Source: an optimization exercise on an open RTL-to-GDS flow (aim: small area, a short achievable clock period and few clock cycles per item). Production flows keep margins and buffers that such runs may drop.
Function was checked by simulation only, so behaviour that the tests miss may differ from the original.
Power and IR drop assume default switching activity.

==> flow/design.v (excerpt) <==
module hue_chroma_key_alpha_unit (
    input  logic                               aclk,
    input  logic                               aresetn,
    input  logic                               s_tvalid,
    output logic                               s_tready,
    input  logic [hcka_pkg::S_DATA_W-1:0]      s_tdata,    
    output logic                               m_tvalid,
    input  logic                               m_tready,
    output logic [hcka_pkg::M_DATA_W-1:0]      m_tdata,    
    input  logic                               cfg_wr_en,
    input  logic [hcka_pkg::CFG_IDX_W-1:0]     cfg_index,
    input  logic [hcka_pkg::CFG_W-1:0]         cfg_wdata
);
    logic [BQ_W-1:0] lo_q_reg, hi_q_reg;
    logic [8:0]      lo_rb_reg, hi_rb_reg;    
    logic [BQ_W-1:0] wr_q_ge, wr_q_gt;
    logic [BR_W-1:0] wr_r_ge, wr_r_gt;
    logic              rg_neg, rb_neg, gb_neg;
    logic [CH_W-1:0]   delta, t;
    logic                en1, en2;
    logic                v1_reg;
    logic [S_DATA_W-1:0] s1_rgb_reg;
    logic [CH_W-1:0]     s1_delta_reg, s1_t_reg;
    logic                s1_rg_neg_reg, s1_rb_neg_reg, s1_gb_neg_reg;
    logic [5:0]          sext;
    logic [5:0]          lo_gt_mask, lo_eq_mask, hi_lt_mask, hi_eq_mask;
  ...
Settings: LEC_CHECK=0, ABC_AREA=1, CAP_MARGIN=20, CORE_MARGIN=2, CORE_UTILIZATION=40, CTS_BUF_LIST=sky130_fd_sc_hd__clkbuf_8, SETUP_SLACK_MARGIN=2.6, SLEW_MARGIN=20; clock period 6.0 ns.
standard.sh (not shown) runs the stock make flow with config.mk's settings and CLKGATE_MAP_FILE= SYNTH_SCRIPT=/design/flow/synth_recipe.tcl, a recipe that flattens the netlist after the stock synthesis.
==> flow/flow/run.sh <==
#!/bin/bash
# The standard layout (the standard.sh, unchanged synthesis), with plain buf_1 cells as
# the port buffers in place of the delay buffers that buffer_ports picks by default.
set -euo pipefail
export BUFFER_PORTS_ARGS="-buffer_cell sky130_fd_sc_hd__buf_1"
bash standard.sh finish > standard.log 2>&1
The starting point finished with timing, DRC and antenna clean.
Testbench counts at the start, summed over its fixed seeds: cycles 16,400, items 16,384.
Rerun with:
--- a/flow/config.mk
+++ b/flow/config.mk
@@ -11,2 +11 @@
-export CORE_UTILIZATION = 40
-export CTS_BUF_LIST = sky130_fd_sc_hd__clkbuf_8
+export CORE_UTILIZATION = 60
After rerunning: Cell count drops by 5.3%. Design area climbs by 2.6%. Count of clock-buffer cells in the layout does not change. Sequential power drops by 2.2%. First-iteration DRC count drops by 21%.
Rerun with:
--- a/flow/config.mk
+++ b/flow/config.mk
@@ -11,2 +11,2 @@
-export CORE_UTILIZATION = 60
-export SETUP_SLACK_MARGIN = 2.6
+export CORE_UTILIZATION = 40
+export SETUP_SLACK_MARGIN = 2.2
Non-clock buffer count increases by 4; power decreases by about 0.5%; via count increases by about 1%; worst hold slack stays flat; cell area hardly moves; wire length increases by 6.5%; combinational power decreases by about 0.9%; global-route usage decreases by 7.9 points; setup slack degrades by 90 ps.
Rerun with:
--- a/flow/config.mk
+++ b/flow/config.mk
@@ -8 +8 @@
-export ABC_AREA = 1
+export ABC_AREA = 0
@@ -12 +12 @@
-export SETUP_SLACK_MARGIN = 2.2
+export SETUP_SLACK_MARGIN = 2.6
- The changed run went through all stages and came out clean
- setup slack loses 130 ps
- core utilization rose by 4.2 points
- clock power rose by 5.2%
- wire length rose by about 12%
- cell count fell by 5.1%
- cell area rose by 12%

========
before:
hue_chroma_key_alpha_unit again, from the RTL that the note above started with.
export LEC_CHECK = 0
export ABC_AREA = 1
export CAP_MARGIN = 20
export CORE_MARGIN = 2
export CORE_UTILIZATION = 40
export GPL_TIMING_DRIVEN = 1
export SETUP_SLACK_MARGIN = 2.6
export SLEW_MARGIN = 20
create_clock -name core_clock -period 6.0 [get_ports {aclk}]
Scripts as last shown in full above: flow/flow/run.sh
before ended with every stage complete and zero timing, DRC or antenna violations.
Testbench counts of before, summed over its fixed seeds: cycles 16,400, items 16,384.
What after does differently from before at the input level:
Settings: GPL_TIMING_DRIVEN no longer set, was 1; PLACE_DENSITY now 0.8, previously not set.
### Flow results
- There was hardly any difference in worst hold margin between before and after.
- after against before: utilization up 0.39 points, required time at the endpoint of the critical path has decreased, share of cell area taken by multi-input logic gates saw little to no change, share of the cycle needed by the critical path after routing moved up.

========
Setup of lane 1:
hue_chroma_key_alpha_unit again, from the RTL that the note above started with.
Design hue_chroma_key_alpha_unit, start of the top module:
module hue_chroma_key_alpha_unit (
    input  logic                               aclk,
    input  logic                               aresetn,
    input  logic                               s_tvalid,
    output logic                               s_tready,
    input  logic [hcka_pkg::S_DATA_W-1:0]      s_tdata,    
    output logic                               m_tvalid,
    input  logic                               m_tready,
    output logic [hcka_pkg::M_DATA_W-1:0]      m_tdata,    
    input  logic                               cfg_wr_en,
    input  logic [hcka_pkg::CFG_IDX_W-1:0]     cfg_index,
    input  logic [hcka_pkg::CFG_W-1:0]         cfg_wdata
);
==> flow/config.mk <==
export PLATFORM = sky130hd
export DESIGN_NAME = hue_chroma_key_alpha_unit
export DESIGN_NICKNAME = hue_chroma_key_alpha_unit
export VERILOG_FILES = /design/flow/design.v
export SDC_FILE = /design/flow/constraint.sdc
export NUM_CORES = 4
export LEC_CHECK = 0
export ABC_AREA = 1
export CAP_MARGIN = 20
export CORE_MARGIN = 2
export CORE_UTILIZATION = 40
export SLEW_MARGIN = 20
==> flow/constraint.sdc <==
create_clock -name core_clock -period 6.0 [get_ports {aclk}]
set_input_delay 1.2000 -clock core_clock [delete_from_list [all_inputs] [get_ports {aclk}]]
set_output_delay 1.2000 -clock core_clock [all_outputs]
set_load 0.01 [all_outputs]
Scripts as last shown in full above: flow/flow/run.sh
Lane 1 was carried through to the last stage, and its layout satisfied the timing, design-rule and antenna checks.
Testbench counts of lane 1, summed over its fixed seeds: cycles 16,400, items 16,384.
## Diff of input files: lane 2 against lane 1
- SETUP_SLACK_MARGIN now 2.6, previously not set
- SYNTH_HIERARCHICAL now 1, previously not set
- SYNTH_MINIMUM_KEEP_SIZE now 0, previously not set
Findings:
On via count, lane 2 does worse than lane 1. Per the comparison of lane 2 with lane 1, detailed-routed wire length on met2 rose 4.1%, number of non-clock inverters in the layout rose about 19%, final period utilization fell 2.1 points, worst IR drop on VDD fell about 20%, maximum number of pins on one net before global-route repair rose 2. In the tables for lane 2 and lane 1, effective utilization at floorplan reads lower with lane 2. On adder-cell share of the synthesized area, the lower figure sits with lane 2, not lane 1. Lane 2 has global-route usage below what lane 1 had.
--- input diff lane 2..lane 3 ---
- clearing SYNTH_HIERARCHICAL, which used to be 1
- swapping 2.6 for 2.4 in SETUP_SLACK_MARGIN
- clearing SYNTH_MINIMUM_KEEP_SIZE, which used to be 0
--- outcome ---
Number of iterations in the first detailed-routing pass: lane 2 vs lane 3 — no meaningful difference
Of lane 3 and lane 2, it is lane 3 that has the lower mapped cell area.
Headroom to the max-slew limit (higher): lane 2
Compared with lane 2, lane 3 shows a lower count of clock-buffer cells in the layout.
Cmp lane 3 and lane 2 / cell internal power dissipation / higher: lane 3
Lane 3 — cell depth of the worst setup path 4 lower, lane 2 as reference
### lane 3 -> lane 4
- SETUP_SLACK_MARGIN: 2.4 -> 2.6
## What came out
- Summary of lane 4 over lane 3: sequential power now larger, total placed instance area barely changed, sequential cell area share moved up.
- Lane 3 → lane 4: routed length on met2 shows a reduction of 530 um; tightest hold margin shows no meaningful change; met1 usage in global routing shows an increase of 0.38 points; maximum vdd ir drop shows a reduction of about 6%; critical path data arrival time shows a reduction of 0.04 ns.
- Comparing lane 4 and lane 3, the higher global-route usage is on lane 3.
Input-level comparison between lane 5 and lane 4:
- SLEW_MARGIN now 10, was 20
- CAP_MARGIN now 10, was 20
Reported for lane 4 and lane 5, internal power turned out identical to the last digit.
Basic-gate share of the synthesized area counting and, or, nand and nor cells came out exactly the same in lane 4 and lane 5.
Lane 5 -> lane 4: worst setup slack delta 0, exact match
Lane 4 -> lane 5: met2 layer usage reported by global route flat
Between lane 4 and lane 5, the post-synthesis to final-layout area growth figures differ only marginally.
As far as final total power goes, lane 4 and lane 5 are indistinguishable; the numbers are identical.
For switching share of power, lane 4 and lane 5 come out practically identical.
[compare] base=lane 4 new=lane 5: largest net degree at the start of global routing did not really move, share of the clock period used by the worst path did not really move.

==> static timing again, ports no longer ideal <==
The flow's constraints put no driver on any port. The routed layouts listed below were extracted and timed again, unchanged, in two steps.
Step 1: set_driving_cell puts a clkbuf_16 on aclk and a buf_2 on each other input, an assumption about the parent block.
Step 2, shift: input delay + t, output delay - t, t = (earliest + latest rising clock arrival at the registers) / 2. This alone moves slack from input paths to output paths.
Slacks: ideal ports / drivers / drivers and shift; pairs: ideal ports / drivers.
run	t (ns)	setup slack, ns	worst hold slack (ns)	worst setup path at the end
the first run of note 1	0.432	2.145 / 2.145 / 2.145	0.427 / 0.427 / 0.427	register to register
the second run of note 1	0.396	2.221 / 2.221 / 2.221	0.420 / 0.420 / 0.420	register to register
the third run of note 1	0.396	2.131 / 2.131 / 2.131	0.422 / 0.422 / 0.422	register to register
the fourth run of note 1	0.406	1.997 / 1.997 / 1.997	0.422 / 0.422 / 0.422	register to register
before	0.404	2.166 / 2.166 / 2.166	0.420 / 0.420 / 0.420	register to register
after	0.387	2.131 / 2.131 / 2.131	0.419 / 0.419 / 0.419	register to register
lane 1	0.395	1.855 / 1.855 / 1.855	0.422 / 0.422 / 0.422	register to register
lane 2	0.389	1.984 / 1.984 / 1.984	0.418 / 0.418 / 0.418	register to register
lane 3	0.399	2.119 / 2.119 / 2.119	0.421 / 0.421 / 0.421	register to register
lane 4	0.404	2.166 / 2.166 / 2.166	0.420 / 0.420 / 0.420	register to register
lane 5	0.404	2.166 / 2.166 / 2.166	0.420 / 0.420 / 0.420	register to register
After both steps setup and hold are still met in every run listed.
